Source: an optimization exercise on an open RTL-to-GDS flow (aim: small area, a short achievable clock period and few clock cycles). Production flows keep margins and buffers that such runs may drop. Only simulation tests tie the RTL to the original design; equivalence was not proved. Power figures rest on the tool's default switching activity, not on a simulated workload.

--- design/flow/run.sh ---
#!/bin/bash
# synth_recipe.tcl (not shown) runs the flow's synth.tcl, then flattens the netlist and writes it again
# the make line also repeats each setting of config.mk as NAME=value (left out here)
make -C /OpenROAD-flow-scripts/flow DESIGN_CONFIG=/design/flow/config.mk WORK_HOME=/design/flow/orfs CLKGATE_MAP_FILE= SYNTH_SCRIPT=/design/flow/synth_recipe.tcl finish
--- design/flow/config.mk ---
export PLATFORM = sky130hd
export DESIGN_NAME = median_filter_top
export DESIGN_NICKNAME = median_filter_top
export VERILOG_FILES = /design/flow/design.v
export SDC_FILE = /design/flow/constraint.sdc
export NUM_CORES = 4
export LEC_CHECK = 0
export ABC_CLOCK_PERIOD_IN_PS = 2500
export CAP_MARGIN = 20
export CORE_MARGIN = 2
export CORE_UTILIZATION = 55
export CTS_CLUSTER_DIAMETER = 50
export CTS_CLUSTER_SIZE = 25
export PLACE_DENSITY = 0.65
export SETUP_SLACK_MARGIN = 4.2
export SLEW_MARGIN = 20
--- design/flow/constraint.sdc ---
create_clock -name core_clock -period 6.0 [get_ports {CLK}]
set_input_delay 1.2000 -clock core_clock [delete_from_list [all_inputs] [get_ports {CLK}]]
set_output_delay 1.2000 -clock core_clock [all_outputs]
set_load 0.01 [all_outputs]
--- design/flow/design.v ---
package median_pkg;
  localparam int IMG_W = 16;
  localparam int IMG_H = 16;
  localparam int RING = 2 * IMG_W + 3;
  typedef logic [7:0] pixel_t;
endpackage
module frame_store (
  input  logic                CLK,
  input  logic                take,
  input  logic                zero,    
  input  median_pkg::pixel_t  din,
  output median_pkg::pixel_t  tap0,    
  output median_pkg::pixel_t  tap1,    
  output median_pkg::pixel_t  tap2     
);
  localparam int W = median_pkg::IMG_W;
  median_pkg::pixel_t ring [median_pkg::RING];
  always_ff @(posedge CLK) begin
    ring[0] <= take ? din : ring[median_pkg::RING - 1];
    for (int i = 1; i < median_pkg::RING; i++) begin
      ring[i] <= ring[i - 1];
    end
    if (zero) begin
      ring[W + 1] <= '0;
    end
  end
  assign tap0 = ring[0];
  assign tap1 = ring[W];
  assign tap2 = ring[2 * W];
endmodule
module column_history (
  input  median_pkg::pixel_t t, m, b,
  input  logic               no_bot,
  output median_pkg::pixel_t lo, mid, hi
);
  logic tm, tb, mb, tb_e, mb_e;
  pix_ge u_tm (.a(t), .b(m), .y(tm));
  pix_ge u_tb (.a(t), .b(b), .y(tb));
  pix_ge u_mb (.a(m), .b(b), .y(mb));
  assign tb_e = tb || no_bot;
  assign mb_e = mb || no_bot;
  assign lo  = (tb_e && mb_e) ? b : !tm ? t : m;
  assign hi  = (tm && tb_e) ? t : mb_e ? m : b;
  assign mid = (tm != tb_e) ? t : (tm == mb_e) ? m : b;
endmodule
module pix_ge (
  input  median_pkg::pixel_t a, b,
  output logic y
);
  logic [7:0] g1, l1;
  logic [3:0] g2, l2;
  logic [1:0] g3, l3;
  assign g1 = a & ~b;
  assign l1 = ~a & b;
  for (genvar i = 0; i < 4; i++) begin : g_l2
    assign g2[i] = g1[2*i+1] | (~l1[2*i+1] & g1[2*i]);
    assign l2[i] = l1[2*i+1] | (~g1[2*i+1] & l1[2*i]);
  end
  for (genvar i = 0; i < 2; i++) begin : g_l3
    assign g3[i] = g2[2*i+1] | (~l2[2*i+1] & g2[2*i]);
    assign l3[i] = l2[2*i+1] | (~g2[2*i+1] & l2[2*i]);
  end
  assign y = !(l3[1] | (~g3[1] & l3[0]));
endmodule
module med3 (
  input  median_pkg::pixel_t a, b, c,
  output median_pkg::pixel_t y
);
  logic ab, ac, bc;
  pix_ge u_ab (.a(a), .b(b), .y(ab));
  pix_ge u_ac (.a(a), .b(c), .y(ac));
  pix_ge u_bc (.a(b), .b(c), .y(bc));
  assign y = (ab != ac) ? a : (ab == bc) ? b : c;
endmodule
module rank_sorter (
  input  logic                CLK,
  input  logic                RST,
  input  logic                ev1,        
  input  logic                no_bot,     
  input  logic                no_low,     
  input  logic                mask_new,   
  input  logic                mask_old,   
  input  median_pkg::pixel_t  tap0,
  input  median_pkg::pixel_t  tap1,
  input  median_pkg::pixel_t  tap2,
  output logic                out_valid,
  output median_pkg::pixel_t  dout
);
  median_pkg::pixel_t s_lo, s_mid, s_hi;
  median_pkg::pixel_t lo0, mid0, hi0, lo1, mid1, hi1, lo2, mid2, hi2;
  logic mn2, mo2, nl2, ev2, ev3;
  logic lo21, lo20, lo10, md21, md20, md10, hi21, hi20, hi10;
  median_pkg::pixel_t a_w, b_w, c_w, a3, b3, c3, med;
  column_history u_col (
    .t      (tap2),
    .m      (tap1),
    .b      (tap0),
    .no_bot (no_bot),
    .lo     (s_lo),
    .mid    (s_mid),
    .hi     (s_hi)
  );
  always_ff @(posedge CLK) begin
    lo0 <= s_lo;  mid0 <= s_mid; hi0 <= s_hi;
    lo1 <= lo0;   mid1 <= mid0;  hi1 <= hi0;
    lo2 <= lo1;   mid2 <= mid1;  hi2 <= hi1;
    mn2 <= mask_new;
    mo2 <= mask_old;
    nl2 <= no_low;
  end
  always_ff @(posedge CLK) begin
    lo21 <= lo10;
    md21 <= md10;
    hi21 <= hi10;
  end
  pix_ge u_lo20 (.a(lo2),  .b(lo0),  .y(lo20));
  pix_ge u_lo10 (.a(lo1),  .b(lo0),  .y(lo10));
  pix_ge u_md20 (.a(mid2), .b(mid0), .y(md20));
  pix_ge u_md10 (.a(mid1), .b(mid0), .y(md10));
  pix_ge u_hi20 (.a(hi2),  .b(hi0),  .y(hi20));
  pix_ge u_hi10 (.a(hi1),  .b(hi0),  .y(hi10));
  always_comb begin
    if (nl2) begin
      a_w = '0;
    end else if (!mo2 && lo21 && (lo20 || mn2)) begin
      a_w = lo2;
    end else if (lo10 || mn2) begin
      a_w = lo1;
    end else begin
      a_w = lo0;
    end
  end
  always_comb begin
    if (mn2) begin
      b_w = md21 ? mid1 : mid2;
    end else if (mo2) begin
      b_w = md10 ? mid0 : mid1;
    end else if (md21 != md20) begin
      b_w = mid2;
    end else if (md21 == md10) begin
      b_w = mid1;
    end else begin
      b_w = mid0;
    end
  end
  always_comb begin
    if (mn2 || mo2) begin
      c_w = '0;
    end else if (hi20 && hi10) begin
      c_w = hi0;
    end else if (!hi21) begin
      c_w = hi2;
    end else begin
      c_w = hi1;
    end
  end
  always_ff @(posedge CLK) begin
    a3 <= a_w;
    b3 <= b_w;
    c3 <= c_w;
  end
  med3 u_m (.a(a3), .b(b3), .c(c3), .y(med));
  always_ff @(posedge CLK) begin
    dout <= med;
  end
  always_ff @(posedge CLK or posedge RST) begin
    if (RST) begin
      ev2       <= 1'b0;
      ev3       <= 1'b0;
      out_valid <= 1'b0;
    end else begin
      ev2       <= ev1;
      ev3       <= ev2;
      out_valid <= ev3;
    end
  end
endmodule
module scan_control (
  input  logic  CLK,
  input  logic  RST,
  input  logic  in_en,
  output logic  busy,
  output logic  take,
  output logic  ev1,
  output logic  no_bot,
  output logic  no_low,
  output logic  mask_new,
  output logic  mask_old
);
  localparam int LAST_ROT = median_pkg::RING - 1;
  logic [7:0] idx;     
  logic [5:0] rot;     
  logic       pend;    
  logic [4:0] fpos;    
  logic [7:0] pos;
  logic       step;
  logic [5:0] rot_nxt;
  assign take = in_en && !busy;
  assign step = take || pend;
  assign pos  = pend ? {3'd0, fpos} : idx;
  assign rot_nxt = take ? rot : (rot == 6'(LAST_ROT)) ? 6'd0 : rot + 6'd1;
  always_ff @(posedge CLK or posedge RST) begin
    if (RST) begin
      idx  <= '0;
      rot  <= '0;
      busy <= 1'b0;
      pend <= 1'b0;
      fpos <= '0;
      ev1  <= 1'b0;
    end else begin
      if (take) begin
        idx <= idx + 8'd1;
      end
      rot  <= rot_nxt;
      busy <= (rot_nxt != 6'd0);
      if (take && idx == 8'd255) begin
        pend <= 1'b1;
        fpos <= '0;
      end else if (pend) begin
        fpos <= fpos + 5'd1;
        if (fpos == 5'd16) begin
          pend <= 1'b0;
        end
      end
      ev1 <= step && (pend || idx > 8'd16);
    end
  end
  always_ff @(posedge CLK) begin
    no_bot   <= step && (pos[7:4] == 4'd0);
    no_low   <= pend && (fpos != 5'd0);
    mask_new <= (pos[3:0] == 4'd0);
    mask_old <= (pos[3:0] == 4'd1);
  end
endmodule
module median_filter_top (
  input  logic   CLK,
  input  logic   RST,
  input  median_pkg::pixel_t din,
  input  logic   in_en,
  output logic   busy,
  output logic   out_valid,
  output median_pkg::pixel_t dout
);
  logic take, ev1, no_bot, no_low, mask_new, mask_old;
  median_pkg::pixel_t tap0, tap1, tap2;
  scan_control u_scan_control (
    .CLK      (CLK),
    .RST      (RST),
    .in_en    (in_en),
    .busy     (busy),
    .take     (take),
    .ev1      (ev1),
    .no_bot   (no_bot),
    .no_low   (no_low),
    .mask_new (mask_new),
    .mask_old (mask_old)
  );
  frame_store u_frame_store (
    .CLK  (CLK),
    .take (take),
    .zero (no_bot),
    .din  (din),
    .tap0 (tap0),
    .tap1 (tap1),
    .tap2 (tap2)
  );
  rank_sorter u_rank_sorter (
    .CLK       (CLK),
    .RST       (RST),
    .ev1       (ev1),
    .no_bot    (no_bot),
    .no_low    (no_low),
    .mask_new  (mask_new),
    .mask_old  (mask_old),
    .tap0      (tap0),
    .tap1      (tap1),
    .tap2      (tap2),
    .out_valid (out_valid),
    .dout      (dout)
  );
endmodule
==> results of run 1 <==
-- critical path: stages (launching register included) --
cell and delay [ns]:
dfxtp_2 0.33, nand2b_4 0.12, maj3_2 0.29, maj3_2 0.31, maj3_2 0.33, a311oi_4 0.27
buf_6 0.16, xnor2_4 0.16, buf_6 0.15, nor2_2 0.04, a211oi_2 0.15
-- registers in the layout (all words and copies together), names as in the netlist, 5 cells and up --
signal,flops
u_frame_store.ring,280
u_rank_sorter.a3,8
u_rank_sorter.b3,8
u_rank_sorter.c3,8
u_rank_sorter.dout,8
u_rank_sorter.hi0,8
u_rank_sorter.hi1,8
u_rank_sorter.hi2,8
u_rank_sorter.lo0,8
u_rank_sorter.lo1,8
u_rank_sorter.lo2,8
u_rank_sorter.mid0,8
u_rank_sorter.mid1,8
u_rank_sorter.mid2,8
u_scan_control.fpos,5
u_scan_control.idx,8
u_scan_control.rot,6
-- per-stage QoR --
stage          cells  hold slack (ns)  setup slack (ns)  total power [mW]
2_1_floorplan   1038            0.309              3.79              5.68
3_3_place_gp    1320            0.310              3.09              6.22
3_5_place_dp    1320            0.312              3.07              6.24
4_1_cts         1420            0.318              3.61              9.20
5_1_grt         1435            0.312              3.51              10.0
6_report        1435            0.317              3.60              9.56
-- final cells by class --
| cell class | count | area share [%] |
|---|---|---|
| multi-input cells | 527 | 27.8 |
| flip-flops and latches | 419 | 55.4 |
| repair buffers | 77 | 4.69 |
| inverters | 75 | 1.85 |
| well taps | 280 | 2.26 |
| clock inverters | 22 | 2.64 |
| clock buffers | 35 | 5.30 |
-- power by group through the flow --
| stage | combinational (mW) | clock (mW) | sequential (mW) |
|---|---|---|---|
| 6_report | 3.25 | 2.37 | 3.94 |
| 4_1_cts | 2.86 | 2.42 | 3.93 |
| 2_1_floorplan | 1.88 | 0 | 3.80 |
| 3_3_place_gp | 2.25 | 0 | 3.97 |
| 5_1_grt | 3.50 | 2.52 | 4.02 |
| 3_5_place_dp | 2.27 | 0 | 3.97 |
-- worst min path at each step --
stage | from | end
2_1_floorplan | u_frame_store.ring[15][3] | u_frame_store.ring[16][3]
3_3_place_gp | u_frame_store.ring[23][1] | u_frame_store.ring[24][1]
3_5_place_dp | u_frame_store.ring[11][5] | u_frame_store.ring[12][5]
4_1_cts | u_frame_store.ring[31][3] | u_frame_store.ring[32][3]
5_1_grt | u_frame_store.ring[31][3] | u_frame_store.ring[32][3]
6_report | u_frame_store.ring[22][4] | u_frame_store.ring[23][4]
-- cell families (layout without fill, tap and decap cells) --
family / Yosys count / after routing
AO/OA/AOI/OAI: 174 / 175
XOR/XNOR: 17 / 17
adder cells (fa/ha/maj): 45 / 45
buffers and inverters: 94 / 209
flip-flops: 419 / 419
multiplexers: 45 / 45
AND/OR/NAND/NOR: 244 / 245
-- routing by layer --
layer,GRT usage (%),vias to the layer above,routed length [um]
met3,3.47,55,938
met1,26.7,3567,11100
li1,-,3725,-
met2,31.6,157,11000
met4,7.12,0,747
met5,0,-,0
-- repair_timing --
item,in CTS,in global routing
cloned,1,1
setup buffers,42,14
endpoints found under the setup margin,98,123
hold buffers,0,0
gates resized for setup,136,70
pin swaps,48,36
-- cell usage in the layout (no fill, tap or decap), types with 12 or more instances in the layout --
master,netlist,final
nor2_1,68,52
buf_6,1,24
nand2_1,88,83
maj3_1,29,17
nor2b_1,19,14
o21ai_1,8,17
nand2b_1,23,15
dfxtp_1,394,357
a21oi_1,29,18
inv_1,75,67
mux2i_1,31,28
dfxtp_4,0,16
buf_4,0,31
clkbuf_16,0,32
maj3_2,9,21
dfxtp_2,0,21
dfrtp_1,25,24
nand3_1,15,12
==> results.sh, run 1 <==
export IMPL_finalSetupTns_ns=0
export IMPL_hold_class="reg2reg"
export IMPL_sequentialPowerShare_pct=41.2
export IMPL_yosys_top_cells_count="dfxtp_1, nand2_1, inv_1"
export IMPL_drv_slew=0
export IMPL_clk_latency_ns=0.58
export IMPL_yosysWarnings=4
export IMPL_synthesis_area_um2=12400
export IMPL_p_clk_share_pct=24.8
export IMPL_synthTopCellsByArea="dfxtp_1, dfrtp_1, nand2_1, mux2i_1, maj3_1"
export IMPL_clock_sinks=419
export IMPL_fmax_ghz=0.417
export IMPL_worst_path_max_fanout=4
export IMPL_multi_input_area_um2=4320
export IMPL_r2r_start="u_rank_sorter.a3[0]"
export IMPL_synthArstFlopShare_pct=5.97
export IMPL_syn_avg_cell_area_um2=11.9
export IMPL_hold_viol=0
export IMPL_synth_compound_area_share_pct=10.2
export IMPL_dr_pass1_iters=7
export IMPL_overflow=0
export IMPL_power_density_nw_per_um2=616
export IMPL_start_util_pct=56.3
export IMPL_yosys_area_top_type="dfxtp_1"
export IMPL_yosysMostFrequentCell="dfxtp_1"
export IMPL_track_usage_pct=19.6
export IMPL_drcViolationCount=0
export IMPL_area_delta_synth_final_pct=25.4
export IMPL_startpoint_type="flip-flop"
export IMPL_die_y_um=154
export IMPL_crit_type="reg2reg"
export IMPL_skew_ns=0.0170
export IMPL_row_count=54
export IMPL_clkTransAtPathRegs_ns=0.09
export IMPL_setup_violations=0
export IMPL_synth_top_family_by_area="compound AO/OA/AOI/OAI gates"
export IMPL_crit_path_start="u_rank_sorter.a3[0]"
export IMPL_critPathRequiredTime_ns=6.49
export IMPL_synthFlopType="dfxtp_1"
export IMPL_place_congestion=0.840
export IMPL_fin_crit_sh_pct=40.0
export IMPL_worstHoldPathCells=0
export IMPL_drtIter0Drc=349
export IMPL_synth_edff_count=0
export IMPL_antenna_cells=0
export IMPL_vias=7504
export IMPL_swShare_pct=33.4
export IMPL_io_pin_count=21
export IMPL_grt_pass1_wl_mm=37.5
export IMPL_synthXorXnorAreaFrac_pct=1.42
export IMPL_grt_pass1_vias=7305
export IMPL_cap_violations=0
export IMPL_worstMarginPinSlew_ns=0.984
export IMPL_arrival_ns=2.88
export IMPL_clockRootBuffer="clkbuf_16"
export IMPL_wirelength_mm=23.8
export IMPL_io_buffer_count=20
export IMPL_grt_max_degree=27
export IMPL_r2r_cells=10
export IMPL_vias_per_cell=5.23
export IMPL_ys_ff_latch=419
export IMPL_wl_per_cell_um=16.6
export IMPL_die_width_um=154
export IMPL_switchingPower_mw=3.19
export IMPL_clk_path_buf_depth=3
export IMPL_relSlewSlack_pct=34.3
export IMPL_synthSimpleGateAreaFrac_pct=8.95
export IMPL_synthMuxAreaShare_pct=3.82
export IMPL_fin_area_um2=15500
export IMPL_regArea_um2=8600
export IMPL_ir_drop_uv=341
export IMPL_final_nets=1149
export IMPL_p_int_mw=6.37
export IMPL_synth_top_cell_area_share_pct=63.8
export IMPL_cts_buffers=31
export IMPL_synthCells=1038
export IMPL_rrSetupSlack_ns=3.60
export IMPL_ant_nets=0
export IMPL_min_period_ns=2.40
export IMPL_antenna_found_initial=0
export IMPL_synth_nets=1056
export IMPL_combinationalPowerShare_pct=34.0
export IMPL_layout_drive_gt1_share_pct=28.3
export IMPL_synthAdderAreaFrac_pct=3.87
export IMPL_power_leakage_nw=6.26
export IMPL_cts_tree="built"
export IMPL_htree_levels=1
export IMPL_status="no timing/DRC/antenna violations"
export IMPL_dp_hpwl_mm=14.5
export IMPL_rsz0062_at_grt="true"
export IMPL_ys_types=68
export IMPL_finalCoreUtilization_pct=70.7
export IMPL_endpoint="u_rank_sorter.dout[1]"
export IMPL_place_area_um2=13200
export IMPL_yosysSeqAreaShare_pct=68.8
export IMPL_timing_rr_end="u_rank_sorter.dout[1]"
export IMPL_coreArea_um2=22000
export IMPL_filler_cell_count=1531
export IMPL_die_area_um2=23700
export IMPL_cp_end_kind="flip-flop"
Testbench counts, summed over its fixed seeds: cycles 8,360.
==> inputs of run 2 (changes only) <==
--- a/design/flow/config.mk
+++ b/design/flow/config.mk
@@ -13,4 +13,4 @@
 export CTS_CLUSTER_SIZE = 25
 export PLACE_DENSITY = 0.65
-export SETUP_SLACK_MARGIN = 4.2
+export SETUP_SLACK_MARGIN = 3.8
 export SLEW_MARGIN = 20
==> results.sh, run 2 <==
export IMPL_swShare_pct=33.5
export IMPL_synth_nets=1056
export IMPL_rsz0062_at_grt="true"
export IMPL_crit_top_cell="a211oi_2"
export IMPL_r2r_start="u_rank_sorter.b3[0]"
export IMPL_htree_levels=1
export IMPL_cp_end_kind="flip-flop"
export IMPL_final_nets=1143
export IMPL_synth_top_cell_area_share_pct=63.8
export IMPL_io_buffer_count=20
export IMPL_status="no timing/DRC/antenna violations"
export IMPL_clock_sinks=419
export IMPL_switchingPower_mw=3.01
export IMPL_area_delta_synth_final_pct=21.8
export IMPL_hold_buffers=0
export IMPL_vias=7432
export IMPL_syn_avg_cell_area_um2=11.9
export IMPL_die_area_um2=23700
export IMPL_hold_viol=0
export IMPL_crit_path_cell_trace="nand2b_1, maj3_1, a221o_1, a211oi_2, nor3_2, or3_1, nand2_4, a211oi_2"
export IMPL_wl_per_cell_um=15.9
export IMPL_vias_per_cell=5.22
export IMPL_final_common_cell="dfxtp_1"
export IMPL_arrival_ns=2.81
export IMPL_yosysWarnings=4
export IMPL_cts_tree="built"
export IMPL_grt_pass1_vias=7235
export IMPL_worstMarginPinSlew_ns=0.920
export IMPL_largest_register="u_frame_store.ring"
export IMPL_overflow=0
export IMPL_start_util_pct=56.3
export IMPL_row_count=54
export IMPL_drv_slew=0
export IMPL_ys_ff_latch=419
export IMPL_track_usage_pct=18.7
export IMPL_yosys_top_cells_count="dfxtp_1, nand2_1, inv_1"
export IMPL_fin_crit_sh_pct=39.5
export IMPL_drcViolationCount=0
export IMPL_clk_path_buf_depth=3
export IMPL_combinationalPowerShare_pct=32.8
export IMPL_ir_drop_uv=335
export IMPL_clk_latency_ns=0.58
export IMPL_timing_rr_end="u_rank_sorter.dout[6]"
export IMPL_rrSetupSlack_ns=3.63
export IMPL_dp_cells=1322
export IMPL_power_density_nw_per_um2=596
export IMPL_critPathRequiredTime_ns=6.44
export IMPL_cts_buffers=30
export IMPL_cp_slowest_cell="dfxtp_1"
export IMPL_worstHoldPathCells=0
export IMPL_worst_path_max_fanout=8
export IMPL_clockRootBuffer="clkbuf_16"
export IMPL_hp_start="u_frame_store.ring[24][6]"
export IMPL_dp_hpwl_mm=14.2
export IMPL_finalCoreUtilization_pct=68.6
export IMPL_yosysSeqAreaShare_pct=68.8
export IMPL_grt_pass1_wl_mm=36.1
export IMPL_slowest_delay_ns=0.38
export IMPL_setup_violations=0
export IMPL_antenna_cells=0
export IMPL_final_cell_mix="dfxtp_1, nand2_1, inv_1"
export IMPL_worstHoldEndpoint="u_frame_store.ring[25][6]"
export IMPL_synthFlopType="dfxtp_1"
export IMPL_synthesis_area_um2=12400
export IMPL_final_cells=1425
export IMPL_power_leakage_nw=6.13
export IMPL_clkTransAtPathRegs_ns=0.09
export IMPL_skew_ns=0.0212
export IMPL_place_congestion=0.844
export IMPL_synthCells=1038
export IMPL_largest_register_ffs=280
export IMPL_yosysMostFrequentCell="dfxtp_1"
export IMPL_fmax_ghz=0.422
export IMPL_synthTopCellsByArea="dfxtp_1, dfrtp_1, nand2_1, mux2i_1, maj3_1"
export IMPL_relSlewSlack_pct=38.6
export IMPL_synth_edff_count=0
export IMPL_die_width_um=154
export IMPL_drtIter0Drc=491
export IMPL_min_period_ns=2.37
export IMPL_synthArstFlopShare_pct=5.97
export IMPL_layout_drive_gt1_share_pct=23.9
export IMPL_hold_class="reg2reg"
export IMPL_io_pin_count=21
export IMPL_p_clk_share_pct=23.7
export IMPL_wirelength_mm=22.7
export IMPL_ant_nets=0
export IMPL_r2r_cells=8
export IMPL_grt_max_degree=27
export IMPL_startpoint_type="flip-flop"
export IMPL_sequentialPowerShare_pct=43.5
export IMPL_die_y_um=154
export IMPL_p_int_mw=5.97
export IMPL_ys_types=68
export IMPL_antenna_found_initial=0
export IMPL_crit_type="reg2reg"
export IMPL_finalSetupTns_ns=0
export IMPL_cap_violations=0
export IMPL_coreArea_um2=22000
export IMPL_yosys_area_top_type="dfxtp_1"
export IMPL_dr_pass1_iters=5
==> run 2: cell types whose count changed in the layout (fill, tap and decap cells not counted), sizes merged, moves of 2 or more <==
cell	change
inv	+2
clkinvlp	-2
buf	-6
clkinv	+2
clkbuf	-3
bufinv	-3
==> run 2: how the worst max path moves through the flow <==
stage / slack, ns / to / from / cells after the start
5_1_grt: 3.54 / u_rank_sorter.dout[5] / u_rank_sorter.b3[5] / 9
2_1_floorplan: 3.80 / u_rank_sorter.dout[1] / u_rank_sorter.a3[0] / 8
4_1_cts: 3.60 / u_rank_sorter.dout[3] / u_rank_sorter.a3[0] / 9
3_5_place_dp: 2.90 / u_rank_sorter.b3[2] / u_rank_sorter.mid1[0] / 9
6_report: 3.63 / u_rank_sorter.dout[6] / u_rank_sorter.b3[0] / 8
3_3_place_gp: 2.96 / u_rank_sorter.b3[1] / u_rank_sorter.mid1[0] / 9
==> run 2: critical path, delay by kind of cell (launching register included) <==
family | cells | cell delay, ns
AND/OR/NAND/NOR | 4 | 0.81
AO/OA/AOI/OAI | 3 | 0.68
flip-flops | 1 | 0.38
adder cells (fa/ha/maj) | 1 | 0.36
==> run 2: through the flow <==
stage	hold slack, ns	worst slack, ns	instance area, um^2	total power [mW]
5_1_grt	0.317	3.54	15100	9.43
4_1_cts	0.320	3.60	14700	8.70
3_3_place_gp	0.310	2.96	12900	5.97
6_report	0.319	3.63	15100	8.99
2_1_floorplan	0.310	3.80	12400	5.46
3_5_place_dp	0.312	2.90	12900	6.01
==> run 2: cell type report <==
| cell class | instances | area, um^2 |
|---|---|---|
| timing repair buffer | 73 | 636 |
| inverter | 75 | 282 |
| clock inverter | 21 | 318 |
| sequential | 419 | 8590 |
| fill | 1551 | 6890 |
| clock buffer | 31 | 754 |
| tap | 280 | 350 |
| multi-input combinational | 526 | 4140 |
==> run 2: metal layers <==
metal	part of all wire, %	GRT usage (%)
met5	0	0
met4	2.6	6.14
met3	3.7	2.85
met2	47	31.1
met1	47	25.4
==> run 2: power by group through the flow <==
| stage | sequential (mW) | clock [mW] | combinational, mW |
|---|---|---|---|
| global placement | 3.93 | 0 | 2.04 |
| finish | 3.91 | 2.13 | 2.95 |
| CTS | 3.90 | 2.19 | 2.62 |
| floorplan | 3.79 | 0 | 1.67 |
| global route | 3.99 | 2.28 | 3.16 |
| detailed placement | 3.94 | 0 | 2.07 |
==> run 2: cell families (layout without fill, tap and decap cells) <==
| logic type | after synthesis | in the layout | share of synthesized area [%] |
|---|---|---|---|
| AO/OA/AOI/OAI | 174 | 175 | 10.2 |
| XOR/XNOR | 17 | 17 | 1.42 |
| adder cells (fa/ha/maj) | 45 | 45 | 3.87 |
| buffers and inverters | 94 | 200 | 2.93 |
| flip-flops | 419 | 419 | 68.8 |
| multiplexers | 45 | 45 | 3.82 |
| AND/OR/NAND/NOR | 244 | 244 | 8.95 |
==> run 2: timing repair <==
| item | CTS | global route |
|---|---|---|
| setup buffers | 38 | 10 |
| endpoints found under the setup margin | 74 | 69 |
| resized for setup | 152 | 70 |
| pin swaps | 53 | 45 |
| gates cloned | 2 | 1 |
==> inputs of run 3 (changes only) <==
--- a/design/flow/config.mk
+++ b/design/flow/config.mk
@@ -6,5 +6,4 @@
 export NUM_CORES = 4
 export LEC_CHECK = 0
-export ABC_CLOCK_PERIOD_IN_PS = 2500
 export CAP_MARGIN = 20
 export CORE_MARGIN = 2
@@ -13,4 +12,4 @@
 export CTS_CLUSTER_SIZE = 25
 export PLACE_DENSITY = 0.65
-export SETUP_SLACK_MARGIN = 3.8
+export SETUP_SLACK_MARGIN = 3.3
 export SLEW_MARGIN = 20
==> results.sh, run 3 <==
export IMPL_status="no timing/DRC/antenna violations"
export IMPL_vias_per_cell=5.14
export IMPL_yosysWarnings=4
export IMPL_synthXorXnorAreaFrac_pct=1.42
export IMPL_relSlewSlack_pct=40.1
export IMPL_hold_buffers=0
export IMPL_crit_path_cell_trace="clkdlybuf4s50_1"
export IMPL_cts_tree="built"
export IMPL_arrival_ns=1.41
export IMPL_ant_nets=0
export IMPL_hold_viol=0
export IMPL_drcViolationCount=0
export IMPL_fin_area_um2=14200
export IMPL_startpoint_type="flip-flop"
export IMPL_clk_latency_ns=0.57
export IMPL_cts_buffers=31
export IMPL_path_buf_inv=1
export IMPL_clk_path_buf_depth=3
export IMPL_clock_sinks=419
export IMPL_final_cell_mix="dfxtp_1, nand2_1, inv_1"
export IMPL_synthCells=1038
export IMPL_coreArea_um2=22000
export IMPL_filler_cell_count=1662
export IMPL_crit_type="reg2out"
export IMPL_ys_ff_latch=419
export IMPL_synthMuxAreaShare_pct=3.82
export IMPL_worst_path_max_fanout=1
export IMPL_final_common_cell="dfxtp_1"
export IMPL_dp_cells=1321
export IMPL_antenna_found_initial=0
export IMPL_cp_slowest_cell="clkdlybuf4s50_1"
export IMPL_overflow=0
export IMPL_synth_edff_count=0
export IMPL_track_usage_pct=18.3
export IMPL_yosysSeqAreaShare_pct=68.8
export IMPL_drv_slew=0
export IMPL_cp_end_kind="primary output"
export IMPL_slowest_delay_ns=0.52
export IMPL_yosysMostFrequentCell="dfxtp_1"
export IMPL_wl_per_cell_um=15.6
export IMPL_synthFlopType="dfxtp_1"
export IMPL_setup_violations=0
export IMPL_yosys_area_top_type="dfxtp_1"
export IMPL_switchingPower_mw=2.69
export IMPL_worstHoldPathCells=0
export IMPL_die_area_um2=23700
export IMPL_place_congestion=0.832
export IMPL_fmax_ghz=0.384
export IMPL_place_area_um2=12900
export IMPL_row_count=54
export IMPL_worst_path_dominant_cell_family="buffers and inverters"
export IMPL_dp_hpwl_mm=14.2
export IMPL_p_clk_share_pct=26.4
export IMPL_clkTransAtPathRegs_ns=0.09
export IMPL_combinationalPowerShare_pct=26.2
export IMPL_die_width_um=154
export IMPL_critPathRequiredTime_ns=4.80
export IMPL_grt_max_degree=27
export IMPL_worstMarginPinSlew_ns=0.894
export IMPL_synth_top_cell_area_share_pct=63.8
export IMPL_power_density_nw_per_um2=577
export IMPL_yosys_top_cells_count="dfxtp_1, nand2_1, inv_1"
export IMPL_vias=7159
export IMPL_swShare_pct=32.7
export IMPL_finalSetupTns_ns=0
export IMPL_dr_pass1_iters=5
export IMPL_clockRootBuffer="clkbuf_16"
export IMPL_fin_crit_sh_pct=43.5
export IMPL_cap_violations=0
export IMPL_grt_pass1_vias=6873
export IMPL_min_period_ns=2.61
export IMPL_syn_avg_cell_area_um2=11.9
export IMPL_synthAdderAreaFrac_pct=3.87
export IMPL_htree_levels=1
export IMPL_synthesis_area_um2=12400
export IMPL_start_util_pct=56.3
export IMPL_wirelength_mm=21.7
export IMPL_largest_register="u_frame_store.ring"
export IMPL_sequentialPowerShare_pct=47.4
export IMPL_power_leakage_nw=5.80
export IMPL_area_delta_synth_final_pct=14.9
export IMPL_synth_nets=1056
export IMPL_p_int_mw=5.52
export IMPL_ys_types=68
export IMPL_synthSimpleGateAreaFrac_pct=8.95
export IMPL_drtIter0Drc=477
export IMPL_crit_cells=1
export IMPL_r2r_cells=8
export IMPL_rsz0062_at_grt="true"
export IMPL_skew_ns=0.0149
export IMPL_final_nets=1108
export IMPL_layout_drive_gt1_share_pct=10.8
export IMPL_grt_pass1_wl_mm=35.3
export IMPL_synth_top_family_by_area="compound AO/OA/AOI/OAI gates"
export IMPL_io_pin_count=21
export IMPL_largest_register_ffs=280
export IMPL_die_y_um=154
export IMPL_synth_compound_area_share_pct=10.2
export IMPL_synthTopCellsByArea="dfxtp_1, dfrtp_1, nand2_1, mux2i_1, maj3_1"
export IMPL_hold_class="reg2reg"
export IMPL_io_buffer_count=20
export IMPL_antenna_cells=0
export IMPL_synthArstFlopShare_pct=5.97
export IMPL_ir_drop_uv=345
export IMPL_final_cells=1392
[run 3: cells by family (layout without fill, tap and decap cells)]
| group | Yosys count | after routing |
|---|---|---|
| AO/OA/AOI/OAI | 174 | 175 |
| XOR/XNOR | 17 | 17 |
| buffers and inverters | 94 | 167 |
| flip-flops | 419 | 419 |
| adder cells (fa/ha/maj) | 45 | 45 |
| multiplexers | 45 | 45 |
| AND/OR/NAND/NOR | 244 | 244 |
[run 3: area by class of cell]
cell class | count | area (um^2) | share of cell area (%)
Multi-Input combinational cell | 526 | 3630 | 25.5
Tap cell | 280 | 350 | 2.46
Timing Repair Buffer | 37 | 339 | 2.38
Inverter | 75 | 282 | 1.98
Sequential cell | 419 | 8520 | 59.9
Clock buffer | 32 | 779 | 5.48
Clock inverter | 23 | 320 | 2.25
[run 3: final timing paths]
check / startpoint / to / slack [ns]
worst max-delay path: u_rank_sorter.out_valid / out_valid / 3.39
worst min-delay path: u_frame_store.ring[18][0] / u_frame_store.ring[19][0] / 0.32
worst max register to register: u_rank_sorter.mid0[7] / u_rank_sorter.b3[3] / 3.40
worst min register to register: u_frame_store.ring[18][0] / u_frame_store.ring[19][0] / 0.32
max in group asynchronous: RST / u_scan_control.rot[0] / 4.56
min in group asynchronous: RST / u_scan_control.rot[1] / 1.02
[run 3: metal layers]
layer,global-route usage [%],vias up,part of all wire (%)
met4,5.34,0,2.3
li1,-,3644,-
met5,0,-,0
met3,2.73,33,4.5
met1,26.0,3347,48
met2,29.3,135,45
[run 3: per-stage QoR]
stage / hold slack [ns] / power [mW] / setup slack (ns) / util (%)
final: 0.321 / 8.20 / 3.39 / 64.8
after global routing: 0.319 / 8.67 / 3.26 / 64.8
after CTS: 0.320 / 8.14 / 3.30 / 63.9
after detailed placement: 0.312 / 5.94 / 2.90 / 58.5
after global placement: 0.310 / 5.91 / 3.00 / 58.5
after floorplan: 0.310 / 5.39 / 3.64 / -
[run 3: timing repair]
action	4_1_cts	5_1_grt
gates resized for setup	7	14
buffers inserted	4	11
endpoints found under the hold margin	0	0
cloned	0	1
setup endpoints to repair	29	36
pin swaps	2	3
[run 3: power groups by stage]
| stage | logic (mW) | clock network [mW] | registers (mW) |
|---|---|---|---|
| finish | 2.15 | 2.17 | 3.89 |
| global route | 2.38 | 2.32 | 3.97 |
| CTS | 2.02 | 2.22 | 3.89 |
| detailed placement | 1.99 | 0 | 3.94 |
| global placement | 1.98 | 0 | 3.93 |
| floorplan | 1.60 | 0 | 3.79 |
==> inputs of run 4 (changes only) <==
--- a/design/flow/config.mk
+++ b/design/flow/config.mk
@@ -12,4 +12,4 @@
 export CTS_CLUSTER_SIZE = 25
 export PLACE_DENSITY = 0.65
-export SETUP_SLACK_MARGIN = 3.3
+export SETUP_SLACK_MARGIN = 3.0
 export SLEW_MARGIN = 20
==> results.sh, run 4 <==
export IMPL_cap_violations=0
export IMPL_clockRootBuffer="clkbuf_16"
export IMPL_synthArstFlopShare_pct=5.97
export IMPL_yosysWarnings=4
export IMPL_antenna_cells=0
export IMPL_power_leakage_nw=5.69
export IMPL_post_cts_resize_count=1
export IMPL_clk_latency_ns=0.57
export IMPL_worstHoldEndpoint="u_frame_store.ring[19][0]"
export IMPL_die_y_um=154
export IMPL_clkTransAtPathRegs_ns=0.09
export IMPL_die_width_um=154
export IMPL_hold_class="reg2reg"
export IMPL_synth_compound_area_share_pct=10.2
export IMPL_row_count=54
export IMPL_cts_buffers=31
export IMPL_hold_viol=0
export IMPL_vias_per_cell=5.10
export IMPL_dp_cells=1321
export IMPL_worstMarginPinSlew_ns=0.890
export IMPL_hp_start="u_frame_store.ring[18][0]"
export IMPL_finalCoreUtilization_pct=63.8
export IMPL_arrival_ns=3.23
export IMPL_clk_path_buf_depth=3
export IMPL_slowest_delay_ns=0.49
export IMPL_wirelength_mm=21.3
export IMPL_synthXorXnorAreaFrac_pct=1.42
export IMPL_drcViolationCount=0
export IMPL_status="no timing/DRC/antenna violations"
export IMPL_largest_register="u_frame_store.ring"
export IMPL_vias=7021
export IMPL_synthFlopType="dfxtp_1"
export IMPL_wl_per_cell_um=15.5
export IMPL_skew_ns=0.0148
export IMPL_io_pin_count=21
export IMPL_die_area_um2=23700
export IMPL_postCtsSetupBuffers=0
export IMPL_drtIter0Drc=462
export IMPL_ys_ff_latch=419
export IMPL_start_util_pct=56.3
export IMPL_yosysSeqAreaShare_pct=68.8
export IMPL_coreArea_um2=22000
export IMPL_synthesis_area_um2=12400
export IMPL_timing_rr_end="u_rank_sorter.mid0[3]"
export IMPL_synth_edff_count=0
export IMPL_place_congestion=0.832
export IMPL_overflow=0
export IMPL_setup_violations=0
export IMPL_hold_buffers=0
export IMPL_syn_avg_cell_area_um2=11.9
export IMPL_synthAdderAreaFrac_pct=3.87
export IMPL_final_cells=1376
export IMPL_synthMuxAreaShare_pct=3.82
export IMPL_final_nets=1092
export IMPL_relSlewSlack_pct=40.3
export IMPL_startpoint_type="flip-flop"
export IMPL_r2r_start="u_frame_store.ring[32][0]"
export IMPL_dr_pass1_iters=5
export IMPL_synth_top_cell_area_share_pct=63.8
export IMPL_cts_tree="built"
export IMPL_area_delta_synth_final_pct=13.2
export IMPL_antenna_found_initial=0
export IMPL_rsz0062_at_grt="true"
export IMPL_finalSetupTns_ns=0
export IMPL_ys_types=68
export IMPL_rrSetupSlack_ns=3.22
export IMPL_cp_end_kind="flip-flop"
export IMPL_io_buffer_count=20
export IMPL_synthSimpleGateAreaFrac_pct=8.95
export IMPL_layout_drive_gt1_share_pct=8.67
export IMPL_synthCells=1038
export IMPL_largest_register_ffs=280
export IMPL_r2r_cells=8
export IMPL_synthTopCellsByArea="dfxtp_1, dfrtp_1, nand2_1, mux2i_1, maj3_1"
export IMPL_clock_sinks=419
export IMPL_power_density_nw_per_um2=577
export IMPL_grt_max_degree=27
export IMPL_worstHoldPathCells=0
export IMPL_yosys_top_cells_count="dfxtp_1, nand2_1, inv_1"
export IMPL_fmax_ghz=0.360
export IMPL_crit_type="reg2reg"
export IMPL_ant_nets=0
export IMPL_fin_crit_sh_pct=46.4
export IMPL_final_common_cell="dfxtp_1"
export IMPL_htree_levels=1
export IMPL_cp_slowest_cell="dfxtp_1"
export IMPL_synth_top_family_by_area="compound AO/OA/AOI/OAI gates"
export IMPL_drv_slew=0
export IMPL_yosys_area_top_type="dfxtp_1"
export IMPL_synth_nets=1056
export IMPL_dp_hpwl_mm=14.2
export IMPL_grt_pass1_vias=6876
export IMPL_yosysMostFrequentCell="dfxtp_1"
export IMPL_grt_pass1_wl_mm=35.3
export IMPL_critPathRequiredTime_ns=6.44
export IMPL_ir_drop_uv=345
export IMPL_worst_path_max_fanout=14
export IMPL_crit_path_cell_trace="nand2b_1, a21oi_1, o41ai_1, o21ai_0, o2111ai_4, xor2_4, mux2i_1, o21ai_1"
export IMPL_min_period_ns=2.78
export IMPL_final_cell_mix="dfxtp_1, nand2_1, inv_1"
export IMPL_power_total_mw=8.08
export IMPL_track_usage_pct=18.3
-- run 4: changes by cell type in the layout (fill, tap and decap cells not counted), sizes merged --
cell	change
buf	-15
clkdlybuf4s50	+1
o2111ai	-1
dlygate4sd2	-1
-- run 4: per-stage QoR --
| step | instance area (um^2) | hold WS (ns) | worst slack [ns] |
|---|---|---|---|
| after floorplan | 12400 | 0.310 | 3.64 |
| after global placement | 12900 | 0.310 | 3.00 |
| after detailed placement | 12900 | 0.312 | 2.90 |
| after CTS | 14000 | 0.320 | 3.08 |
| after global routing | 14000 | 0.319 | 2.96 |
| final | 14000 | 0.321 | 3.22 |
-- run 4: cell type report --
class                      instances  area [um^2]
clock buffer                      32          779
clock inverter                    23          320
fill                            1691         7950
inverter                          75          282
multi-input combinational        525         3550
sequential                       419         8510
tap                              280          350
timing repair buffer              22          215
-- run 4: metal layers --
metal / up-vias / GRT usage, % / part of all wire [%]
met2: 141 / 29.4 / 45
met1: 3244 / 25.9 / 49
met3: 31 / 2.79 / 4.2
met4: 0 / 5.43 / 2.2
li1: 3605 / - / -
met5: - / 0 / 0
-- run 4: cell families (layout without fill, tap and decap cells) --
| logic type | count (synthesis) | in the layout |
|---|---|---|
| XOR/XNOR | 17 | 17 |
| flip-flops | 419 | 419 |
| AND/OR/NAND/NOR | 244 | 244 |
| buffers and inverters | 94 | 152 |
| AO/OA/AOI/OAI | 174 | 174 |
| multiplexers | 45 | 45 |
| adder cells (fa/ha/maj) | 45 | 45 |
-- run 4: how the worst max path moves through the flow --
stage | from | endpoint
global placement | u_rank_sorter.mid1[0] | u_rank_sorter.b3[1]
detailed placement | u_rank_sorter.mid1[0] | u_rank_sorter.b3[4]
global route | u_frame_store.ring[16][0] | u_rank_sorter.mid0[3]
CTS | u_frame_store.ring[16][0] | u_rank_sorter.mid0[3]
floorplan | u_frame_store.ring[32][0] | u_rank_sorter.mid0[5]
finish | u_frame_store.ring[32][0] | u_rank_sorter.mid0[3]
-- run 4: critical path, delay by kind of cell, from the launching register on --
family | cells | cell delay (ns)
XOR/XNOR | 1 | 0.41
multiplexers | 1 | 0.15
AND/OR/NAND/NOR | 1 | 0.17
flip-flops | 1 | 0.49
AO/OA/AOI/OAI | 5 | 1.44
-- run 4: report_power, final --
part	switching (mW)	internal, mW	total (mW)
Sequential	0.397	3.48	3.88
Combinational	1.12	0.906	2.03
Clock	1.12	1.05	2.17
==> inputs of run 5 (changes only) <==
--- a/design/flow/config.mk
+++ b/design/flow/config.mk
@@ -12,4 +12,4 @@
 export CTS_CLUSTER_SIZE = 25
 export PLACE_DENSITY = 0.65
-export SETUP_SLACK_MARGIN = 3.0
+export SETUP_SLACK_MARGIN = 3.65
 export SLEW_MARGIN = 20
==> results.sh, run 5 <==
export IMPL_status="no timing/DRC/antenna violations"
export IMPL_startpoint_type="flip-flop"
export IMPL_worst_path_dominant_cell_family="adder cells"
export IMPL_grtUsageMet1_pct=25.4
export IMPL_synth_top_cell_area_share_pct=63.8
export IMPL_io_pin_count=21
export IMPL_start_util_pct=56.3
export IMPL_synthesis_area_um2=12400
export IMPL_htree_levels=1
export IMPL_drtIter0Drc=394
export IMPL_antenna_found_initial=0
export IMPL_worstMarginPinSlew_ns=0.926
export IMPL_setup_violations=0
export IMPL_final_common_cell="dfxtp_1"
export IMPL_finalSetupTns_ns=0
export IMPL_clkTransAtPathRegs_ns=0.08
export IMPL_relSlewSlack_pct=38.2
export IMPL_cp_end_kind="flip-flop"
export IMPL_final_cells=1414
export IMPL_r2r_start="u_rank_sorter.a3[0]"
export IMPL_coreArea_um2=22000
export IMPL_track_usage_pct=18.4
export IMPL_vias=7327
export IMPL_ys_ff_latch=419
export IMPL_use_met2_pct=29.9
export IMPL_min_period_ns=2.39
export IMPL_yosys_top_cells_count="dfxtp_1, nand2_1, inv_1"
export IMPL_largest_register_ffs=280
export IMPL_final_cell_mix="dfxtp_1, nand2_1, inv_1"
export IMPL_yosysSeqAreaShare_pct=68.8
export IMPL_hp_start="u_frame_store.ring[29][6]"
export IMPL_cts_buffers=28
export IMPL_vias_per_cell=5.18
export IMPL_layout_drive_gt1_share_pct=20.0
export IMPL_cap_violations=0
export IMPL_ys_types=68
export IMPL_slowest_delay_ns=0.33
export IMPL_grt_max_degree=26
export IMPL_crit_type="reg2reg"
export IMPL_r2r_cells=9
export IMPL_clk_path_buf_depth=3
export IMPL_fin_crit_sh_pct=39.8
export IMPL_clockRootBuffer="clkbuf_16"
export IMPL_wl_per_cell_um=15.5
export IMPL_dp_cells=1321
export IMPL_worstHoldPathCells=0
export IMPL_drcViolationCount=0
export IMPL_place_congestion=0.844
export IMPL_use_met3_pct=2.68
export IMPL_worst_path_max_fanout=8
export IMPL_grt_pass1_wl_mm=35.5
export IMPL_hold_class="reg2reg"
export IMPL_synthArstFlopShare_pct=5.97
export IMPL_final_nets=1133
export IMPL_synth_nets=1056
export IMPL_clk_latency_ns=0.56
export IMPL_crit_path_cell_trace="nand2b_4, maj3_2, maj3_2, maj3_2, a311oi_4, buf_4, xnor2_4, nor2_1, a211oi_2"
export IMPL_synthTopCellsByArea="dfxtp_1, dfrtp_1, nand2_1, mux2i_1, maj3_1"
export IMPL_area_delta_synth_final_pct=19.3
export IMPL_power_leakage_nw=6.01
export IMPL_synth_edff_count=0
export IMPL_timing_rr_end="u_rank_sorter.dout[7]"
export IMPL_syn_avg_cell_area_um2=11.9
export IMPL_cp_slowest_cell="dfxtp_2"
export IMPL_clock_sinks=419
export IMPL_drv_slew=0
export IMPL_rsz0062_at_grt="true"
export IMPL_skew_ns=0.0147
export IMPL_io_buffer_count=20
export IMPL_setup_ws_ns=3.61
export IMPL_ant_nets=0
export IMPL_hold_buffers=0
export IMPL_hold_viol=0
export IMPL_cts_tree="built"
export IMPL_overflow=0
export IMPL_power_density_nw_per_um2=602
export IMPL_die_area_um2=23700
export IMPL_synthFlopType="dfxtp_1"
export IMPL_die_y_um=154
export IMPL_rrSetupSlack_ns=3.61
export IMPL_yosysMostFrequentCell="dfxtp_1"
export IMPL_ir_drop_uv=327
export IMPL_arrival_ns=2.85
export IMPL_post_place_ws_ns=3.02
export IMPL_critPathRequiredTime_ns=6.47
export IMPL_fmax_ghz=0.419
export IMPL_die_width_um=154
export IMPL_path_buf_inv=1
export IMPL_grt_pass1_vias=7080
export IMPL_crit_top_cell="maj3_2"
export IMPL_wirelength_mm=21.9
export IMPL_row_count=54
export IMPL_dr_pass1_iters=7
export IMPL_yosys_area_top_type="dfxtp_1"
export IMPL_yosysWarnings=4
export IMPL_dp_hpwl_mm=13.9
export IMPL_synthCells=1038
export IMPL_largest_register="u_frame_store.ring"
export IMPL_worstHoldEndpoint="u_frame_store.ring[30][6]"
export IMPL_busiest_layer="met2"
## run 5: metrics by stage
| step | instance area (um^2) | total power, mW | hold slack, ns | utilization, % |
|---|---|---|---|---|
| final | 14800 | 8.89 | 0.321 | 67.2 |
| after global placement | 12900 | 5.90 | 0.310 | 58.5 |
| after CTS | 14400 | 8.54 | 0.325 | 65.5 |
| after global routing | 14800 | 9.38 | 0.319 | 67.2 |
| after detailed placement | 12900 | 5.93 | 0.312 | 58.6 |
| after floorplan | 12400 | 5.39 | 0.310 | - |
## run 5: what timing repair did
action / CTS / global route
buffers inserted: 33 / 9
endpoints found under the setup margin: 66 / 60
pin swaps: 26 / 53
resized for setup: 77 / 81
gates cloned: 1 / 1
## run 5: where the power goes
| part | internal, mW | switching, mW |
|---|---|---|
| combinational | 1.50 | 1.45 |
| clock | 1.02 | 1.03 |
| sequential | 3.49 | 0.405 |
| total | 6.00 | 2.88 |
## run 5: layer usage
metal | part of all wire [%] | wire, um
met2 | 46 | 10100
met5 | 0 | 0
met1 | 47 | 10300
met3 | 3.7 | 818
met4 | 3.3 | 718
## run 5: cell type report
type / count / area [um^2]
Antenna cell: 1 / 2.50
Clock buffer: 28 / 701
Clock inverter: 20 / 313
Fill cell: 1609 / 7200
Inverter: 75 / 282
Multi-Input combinational cell: 525 / 3930
Sequential cell: 419 / 8560
Tap cell: 280 / 350
Timing Repair Buffer: 66 / 616
## run 5: cell families after synthesis
group                    share of synthesized area (%)
multiplexers                                      3.82
AND/OR/NAND/NOR                                   8.95
flip-flops                                        68.8
AO/OA/AOI/OAI                                     10.2
buffers and inverters                             2.93
adder cells (fa/ha/maj)                           3.87
XOR/XNOR                                          1.42
## run 5: how the worst max path moves through the flow
stage	slack (ns)	end	start	cells past startpoint
6_report	3.61	u_rank_sorter.dout[7]	u_rank_sorter.a3[0]	9
5_1_grt	3.54	u_rank_sorter.dout[7]	u_rank_sorter.a3[0]	9
4_1_cts	3.64	u_rank_sorter.dout[6]	u_rank_sorter.a3[0]	9
3_5_place_dp	3.02	u_scan_control.busy	in_en	7
3_3_place_gp	3.05	u_scan_control.busy	in_en	7
2_1_floorplan	3.66	u_rank_sorter.hi0[4]	u_frame_store.ring[32][0]	9
==> inputs of run 6 (changes only) <==
--- a/design/flow/config.mk
+++ b/design/flow/config.mk
@@ -8,8 +8,8 @@
 export CAP_MARGIN = 20
 export CORE_MARGIN = 2
-export CORE_UTILIZATION = 55
+export CORE_UTILIZATION = 70
 export CTS_CLUSTER_DIAMETER = 50
 export CTS_CLUSTER_SIZE = 25
-export PLACE_DENSITY = 0.65
-export SETUP_SLACK_MARGIN = 3.65
+export PLACE_DENSITY = 0.8
+export SETUP_SLACK_MARGIN = 3.6
 export SLEW_MARGIN = 20
==> results.sh, run 6 <==
export IMPL_area_delta_synth_final_pct=17.6
export IMPL_layout_drive_gt1_share_pct=18.9
export IMPL_wl_met3_mm=1.36
export IMPL_final_common_cell="dfxtp_1"
export IMPL_finalCoreUtilization_pct=84.2
export IMPL_syn_avg_cell_area_um2=11.9
export IMPL_track_usage_pct=27.4
export IMPL_top_layer="met4"
export IMPL_worstMarginPinSlew_ns=0.951
export IMPL_yosys_top_cells_count="dfxtp_1, nand2_1, inv_1"
export IMPL_io_pin_count=21
export IMPL_clk_latency_ns=0.54
export IMPL_largest_register_ffs=280
export IMPL_final_cell_mix="dfxtp_1, nand2_1, inv_1"
export IMPL_drcViolationCount=0
export IMPL_synthTopCellsByArea="dfxtp_1, dfrtp_1, nand2_1, mux2i_1, maj3_1"
export IMPL_final_nets=1128
export IMPL_skew_ns=0.0185
export IMPL_fin_area_um2=14600
export IMPL_synthArstFlopShare_pct=5.97
export IMPL_ir_drop_uv=464
export IMPL_die_width_um=137
export IMPL_yosys_area_top_type="dfxtp_1"
export IMPL_dp_cells=1266
export IMPL_crit_path_start="u_rank_sorter.a3[0]"
export IMPL_worst_path_max_fanout=8
export IMPL_grt_max_degree=27
export IMPL_rsz0062_at_grt="true"
export IMPL_clk_path_buf_depth=3
export IMPL_clock_sinks=419
export IMPL_clkTransAtPathRegs_ns=0.09
export IMPL_arrival_ns=2.91
export IMPL_critPathRequiredTime_ns=6.44
export IMPL_place_area_um2=12800
export IMPL_die_y_um=137
export IMPL_cap_violations=0
export IMPL_timing_rr_end="u_rank_sorter.dout[1]"
export IMPL_hold_class="reg2reg"
export IMPL_vias_per_cell=5.82
export IMPL_io_buffer_count=20
export IMPL_grt_pass1_wl_mm=39.9
export IMPL_synth_edff_count=0
export IMPL_yosysSeqAreaShare_pct=68.8
export IMPL_r2r_start="u_rank_sorter.a3[0]"
export IMPL_synthCells=1038
export IMPL_synth_top_cell_area_share_pct=63.8
export IMPL_yosysMostFrequentCell="dfxtp_1"
export IMPL_power_leakage_nw=6.02
export IMPL_met2WireLength_mm=13.3
export IMPL_wirelength_mm=26.5
export IMPL_r2r_cells=9
export IMPL_relSlewSlack_pct=36.0
export IMPL_met1_length_mm=10.9
export IMPL_dr_pass1_iters=8
export IMPL_vias=7870
export IMPL_start_util_pct=71.5
export IMPL_row_count=48
export IMPL_holdWs_ns=0.320
export IMPL_power_total_mw=8.72
export IMPL_antenna_found_initial=0
export IMPL_yosysWarnings=4
export IMPL_setup_ws_ns=3.53
export IMPL_status="no timing/DRC/antenna violations"
export IMPL_dp_hpwl_mm=14.6
export IMPL_synthFlopType="dfxtp_1"
export IMPL_min_period_ns=2.47
export IMPL_fmax_ghz=0.405
export IMPL_final_cells=1353
export IMPL_ant_nets=0
export IMPL_clockRootBuffer="clkbuf_16"
export IMPL_fin_crit_sh_pct=41.1
export IMPL_drtIter0Drc=721
export IMPL_die_area_um2=18800
export IMPL_htree_levels=1
export IMPL_drv_slew=0
export IMPL_setup_violations=0
export IMPL_largest_register="u_frame_store.ring"
export IMPL_ys_types=68
export IMPL_synth_nets=1056
export IMPL_overflow=0
export IMPL_startpoint_type="flip-flop"
export IMPL_place_congestion=0.878
export IMPL_cp_end_kind="flip-flop"
export IMPL_hold_viol=0
export IMPL_crit_type="reg2reg"
export IMPL_post_place_ws_ns=2.91
export IMPL_cts_tree="built"
export IMPL_synthesis_area_um2=12400
export IMPL_cts_buffers=26
export IMPL_wl_per_cell_um=19.6
export IMPL_coreArea_um2=17300
export IMPL_endpoint="u_rank_sorter.dout[1]"
export IMPL_ys_ff_latch=419
export IMPL_power_density_nw_per_um2=599
export IMPL_grt_pass1_vias=7650
export IMPL_rrSetupSlack_ns=3.53
export IMPL_finalSetupTns_ns=0
-- run 6: cell counts after synthesis --
No cell type changed its count.
-- run 6: what timing repair did --
item	in CTS	in global routing
endpoints found under the hold margin	0	0
pin swaps	19	47
resized for setup	58	87
cloned	2	1
setup endpoints to repair	63	55
setup buffers	25	13
hold buffers	0	0
-- run 6: worst min-delay path by stage --
stage	from	cells after the start	endpoint
floorplan	u_frame_store.ring[9][0]	0	u_frame_store.ring[10][0]
global placement	u_frame_store.ring[9][1]	0	u_frame_store.ring[10][1]
detailed placement	u_frame_store.ring[22][6]	0	u_frame_store.ring[23][6]
CTS	u_frame_store.ring[31][2]	0	u_frame_store.ring[32][2]
global route	u_frame_store.ring[2][0]	0	u_frame_store.ring[3][0]
finish	u_frame_store.ring[15][2]	0	u_frame_store.ring[16][2]
-- run 6: area by class of cell --
cell class	instances	area, um^2
clock buffers	31	722
repair buffers	61	538
well taps	225	282
flip-flops and latches	419	8560
fillers	837	2740
clock inverters	14	174
diodes	1	2.50
multi-input cells	527	4000
inverters	75	284
-- run 6: kinds of logic (layout without fill, tap and decap cells) --
group / Yosys count / count (layout) / synth area share [%]
buffers and inverters: 94 / 181 / 2.93
AO/OA/AOI/OAI: 174 / 176 / 10.2
other: 0 / 1 / 0
multiplexers: 45 / 45 / 3.82
XOR/XNOR: 17 / 17 / 1.42
flip-flops: 419 / 419 / 68.8
AND/OR/NAND/NOR: 244 / 244 / 8.95
adder cells (fa/ha/maj): 45 / 45 / 3.87
-- run 6: worst max-delay path: stages, from the launching register on --
cell,delay [ns]
dfxtp_2,0.33
nand2b_4,0.13
maj3_2,0.29
maj3_2,0.31
maj3_2,0.34
a311oi_4,0.33
buf_6,0.16
xnor2_4,0.17
nor2_1,0.10
a211oi_1,0.24
-- run 6: per-layer routing --
layer	vias to the layer above	track usage [%]
met1	3768	35.0
li1	3681	-
met5	-	0
met2	336	48.4
met3	85	3.63
met4	0	8.59
-- run 6: power breakdown --
| group | leakage, nW | total, mW | switching (mW) | internal [mW] |
|---|---|---|---|---|
| Sequential | 3.52 | 3.96 | 0.461 | 3.49 |
| Clock | 0.434 | 1.90 | 0.984 | 0.916 |
| Combinational | 2.07 | 2.86 | 1.51 | 1.35 |
==> inputs of run 7 (changes only) <==
--- a/design/flow/config.mk
+++ b/design/flow/config.mk
@@ -6,10 +6,11 @@
 export NUM_CORES = 4
 export LEC_CHECK = 0
+export ABC_CLOCK_PERIOD_IN_PS = 2500
 export CAP_MARGIN = 20
 export CORE_MARGIN = 2
-export CORE_UTILIZATION = 70
+export CORE_UTILIZATION = 55
 export CTS_CLUSTER_DIAMETER = 50
 export CTS_CLUSTER_SIZE = 25
-export PLACE_DENSITY = 0.8
-export SETUP_SLACK_MARGIN = 3.6
+export PLACE_DENSITY = 0.65
+export SETUP_SLACK_MARGIN = 3.5
 export SLEW_MARGIN = 20
==> results.sh, run 7 <==
export IMPL_synthSimpleGateAreaFrac_pct=8.95
export IMPL_synth_top_family_by_area="compound AO/OA/AOI/OAI gates"
export IMPL_place_congestion=0.832
export IMPL_grt_max_degree=27
export IMPL_clk_latency_ns=0.57
export IMPL_drtIter0Drc=488
export IMPL_filler_cell_count=1658
export IMPL_antenna_cells=0
export IMPL_synthMuxAreaShare_pct=3.82
export IMPL_synth_edff_count=0
export IMPL_dp_cells=1321
export IMPL_wirelength_mm=21.9
export IMPL_fin_area_um2=14400
export IMPL_yosys_area_top_type="dfxtp_1"
export IMPL_final_common_cell="dfxtp_1"
export IMPL_ys_ff_latch=419
export IMPL_track_usage_pct=18.5
export IMPL_grt_pass1_vias=6958
export IMPL_fin_crit_sh_pct=41.0
export IMPL_die_width_um=154
export IMPL_crit_type="reg2reg"
export IMPL_relSlewSlack_pct=40.3
export IMPL_synthFlopType="dfxtp_1"
export IMPL_rsz0062_at_grt="true"
export IMPL_place_area_um2=12900
export IMPL_clkTransAtPathRegs_ns=0.09
export IMPL_final_nets=1113
export IMPL_overflow=0
export IMPL_row_count=54
export IMPL_hold_buffers=0
export IMPL_die_area_um2=23700
export IMPL_finalCoreUtilization_pct=65.5
export IMPL_yosysSeqAreaShare_pct=68.8
export IMPL_synthXorXnorAreaFrac_pct=1.42
export IMPL_setup_violations=0
export IMPL_io_buffer_count=20
export IMPL_synthCells=1038
export IMPL_skew_ns=0.0151
export IMPL_worst_path_dominant_cell_family="adder cells"
export IMPL_io_pin_count=21
export IMPL_syn_avg_cell_area_um2=11.9
export IMPL_vias=7156
export IMPL_crit_path_cell_trace="nand2b_1, maj3_2, maj3_2, maj3_2, a311oi_4, buf_4, xnor2_4, nor2_1, a211oi_1"
export IMPL_synth_top_cell_area_share_pct=63.8
export IMPL_htree_levels=1
export IMPL_hold_viol=0
export IMPL_synthAdderAreaFrac_pct=3.87
export IMPL_coreArea_um2=22000
export IMPL_synth_compound_area_share_pct=10.2
export IMPL_cap_violations=0
export IMPL_arrival_ns=2.93
export IMPL_wl_per_cell_um=15.7
export IMPL_die_y_um=154
export IMPL_drcViolationCount=0
export IMPL_crit_top_cell="maj3_2"
export IMPL_dr_pass1_iters=5
export IMPL_final_cells=1397
export IMPL_clockRootBuffer="clkbuf_16"
export IMPL_start_util_pct=56.3
export IMPL_hold_class="reg2reg"
export IMPL_clk_path_buf_depth=3
export IMPL_grt_pass1_wl_mm=35.6
export IMPL_critPathRequiredTime_ns=6.47
export IMPL_synth_nets=1056
export IMPL_cp_slowest_cell="dfxtp_2"
export IMPL_status="no timing/DRC/antenna violations"
export IMPL_clock_sinks=419
export IMPL_area_delta_synth_final_pct=16.3
export IMPL_largest_register_ffs=280
export IMPL_ant_nets=0
export IMPL_path_buf_inv=1
export IMPL_ys_types=68
export IMPL_antenna_found_initial=0
export IMPL_power_leakage_nw=5.88
export IMPL_startpoint_type="flip-flop"
export IMPL_synthesis_area_um2=12400
export IMPL_vias_per_cell=5.12
export IMPL_min_period_ns=2.46
export IMPL_cts_buffers=31
export IMPL_fmax_ghz=0.407
export IMPL_synthTopCellsByArea="dfxtp_1, dfrtp_1, nand2_1, mux2i_1, maj3_1"
export IMPL_final_cell_mix="dfxtp_1, nand2_1, inv_1"
export IMPL_finalSetupTns_ns=0
export IMPL_worstMarginPinSlew_ns=0.891
export IMPL_largest_register="u_frame_store.ring"
export IMPL_cp_end_kind="flip-flop"
export IMPL_power_density_nw_per_um2=589
export IMPL_layout_drive_gt1_share_pct=13.8
export IMPL_cts_tree="built"
export IMPL_slowest_delay_ns=0.34
export IMPL_yosysWarnings=4
export IMPL_ir_drop_uv=345
export IMPL_yosysMostFrequentCell="dfxtp_1"
export IMPL_worst_path_max_fanout=8
export IMPL_synthArstFlopShare_pct=5.97
export IMPL_dp_hpwl_mm=14.2
export IMPL_yosys_top_cells_count="dfxtp_1, nand2_1, inv_1"
export IMPL_power_total_mw=8.47
export IMPL_drv_slew=0
==> run 7: path summary, 6_finish.rpt <==
path	from	endpoint	slack [ns]	cells after the start
min in group asynchronous	RST	u_scan_control.rot[1]	1.01	2
worst min-delay path	u_frame_store.ring[18][0]	u_frame_store.ring[19][0]	0.32	0
max in group asynchronous	RST	u_scan_control.rot[0]	4.57	2
worst max register to register	u_rank_sorter.a3[0]	u_rank_sorter.dout[2]	3.54	9
worst max-delay path	u_rank_sorter.a3[0]	u_rank_sorter.dout[2]	3.54	9
worst min register to register	u_frame_store.ring[18][0]	u_frame_store.ring[19][0]	0.32	0
==> run 7: metal layers <==
metal  up-vias  global-route usage (%)  wire [um]
met5         -                       0          0
met4         0                    5.34        458
met2       131                    29.8       9920
li1       3645                       -          -
met3        32                    2.76        778
met1      3348                    26.1      10800
==> run 7: area by class of cell <==
| cell class | instances | area, um^2 | area share [%] |
|---|---|---|---|
| clock buffers | 32 | 779 | 5.42 |
| clock inverters | 23 | 320 | 2.23 |
| inverters | 75 | 282 | 1.96 |
| multi-input cells | 525 | 3730 | 25.9 |
| flip-flops and latches | 419 | 8530 | 59.3 |
| well taps | 280 | 350 | 2.43 |
| repair buffers | 43 | 398 | 2.76 |
==> run 7: what timing repair did <==
| action | in CTS | in global routing |
|---|---|---|
| pin swaps | 6 | 18 |
| endpoints found under the setup margin | 56 | 42 |
| gates resized for setup | 28 | 39 |
| buffers inserted | 12 | 9 |
==> run 7: metrics by stage <==
stage	setup WS [ns]	hold WS (ns)
floorplan	3.64	0.310
global placement	3.00	0.310
detailed placement	2.90	0.312
CTS	3.50	0.320
global route	3.44	0.319
finish	3.54	0.321
==> run 7: power breakdown <==
part	total, mW	switching, mW	internal (mW)	leakage, nW
sequential	3.89	0.402	3.49	3.51
combinational	2.41	1.27	1.14	1.83
clock	2.17	1.12	1.05	0.531
total	8.47	2.79	5.68	5.88
==> run 7: cell families (layout without fill, tap and decap cells) <==
family | Yosys count | count (layout)
AOI/OAI and AO/OA | 174 | 174
xor gates and xnor gates | 17 | 17
adders and majority gates | 45 | 45
buffers and inverters | 94 | 173
DFF | 419 | 419
muxes | 45 | 45
and+or+nand+nor | 244 | 244

[what the ideal ports hide]
In the flow no input, the clock included, has a driving cell. The finished layouts below were timed again as built, in two steps.
Step 1 (the two cells are an assumption about what drives the block):
set clk [get_ports {CLK}]
set_driving_cell -lib_cell sky130_fd_sc_hd__clkbuf_16 $clk
set_driving_cell -lib_cell sky130_fd_sc_hd__buf_2 [delete_from_list [all_inputs] $clk]
Step 2 adds t to the input delays and takes it off the output delays; t is the mean of the earliest and latest rising clock arrival at the registers after step 1. Input paths then give back, and output paths get back, about the clock's delay inside the block.
Three values: no drivers, after step 1, after step 2; two values: the first two.
run | t, ns | slack for setup (ns) | worst setup path after step 2
run 1 | 0.617 | 3.602 / 3.602 / 3.602 | register to register
run 2 | 0.611 | 3.629 / 3.629 / 3.570 | input to register
run 3 | 0.606 | 3.393 / 3.346 / 3.027 | input to register
run 4 | 0.607 | 3.219 / 3.219 / 3.032 | input to register
run 5 | 0.597 | 3.613 / 3.613 / 3.207 | input to register
run 6 | 0.585 | 3.531 / 3.531 / 3.049 | input to register
run 7 | 0.605 | 3.542 / 3.518 / 3.102 | input to register
After both steps setup and hold are still met in every run listed. The setup slack of run 6, which loses most, moves by 0.000 ns with the drivers and by -0.482 ns with both steps.
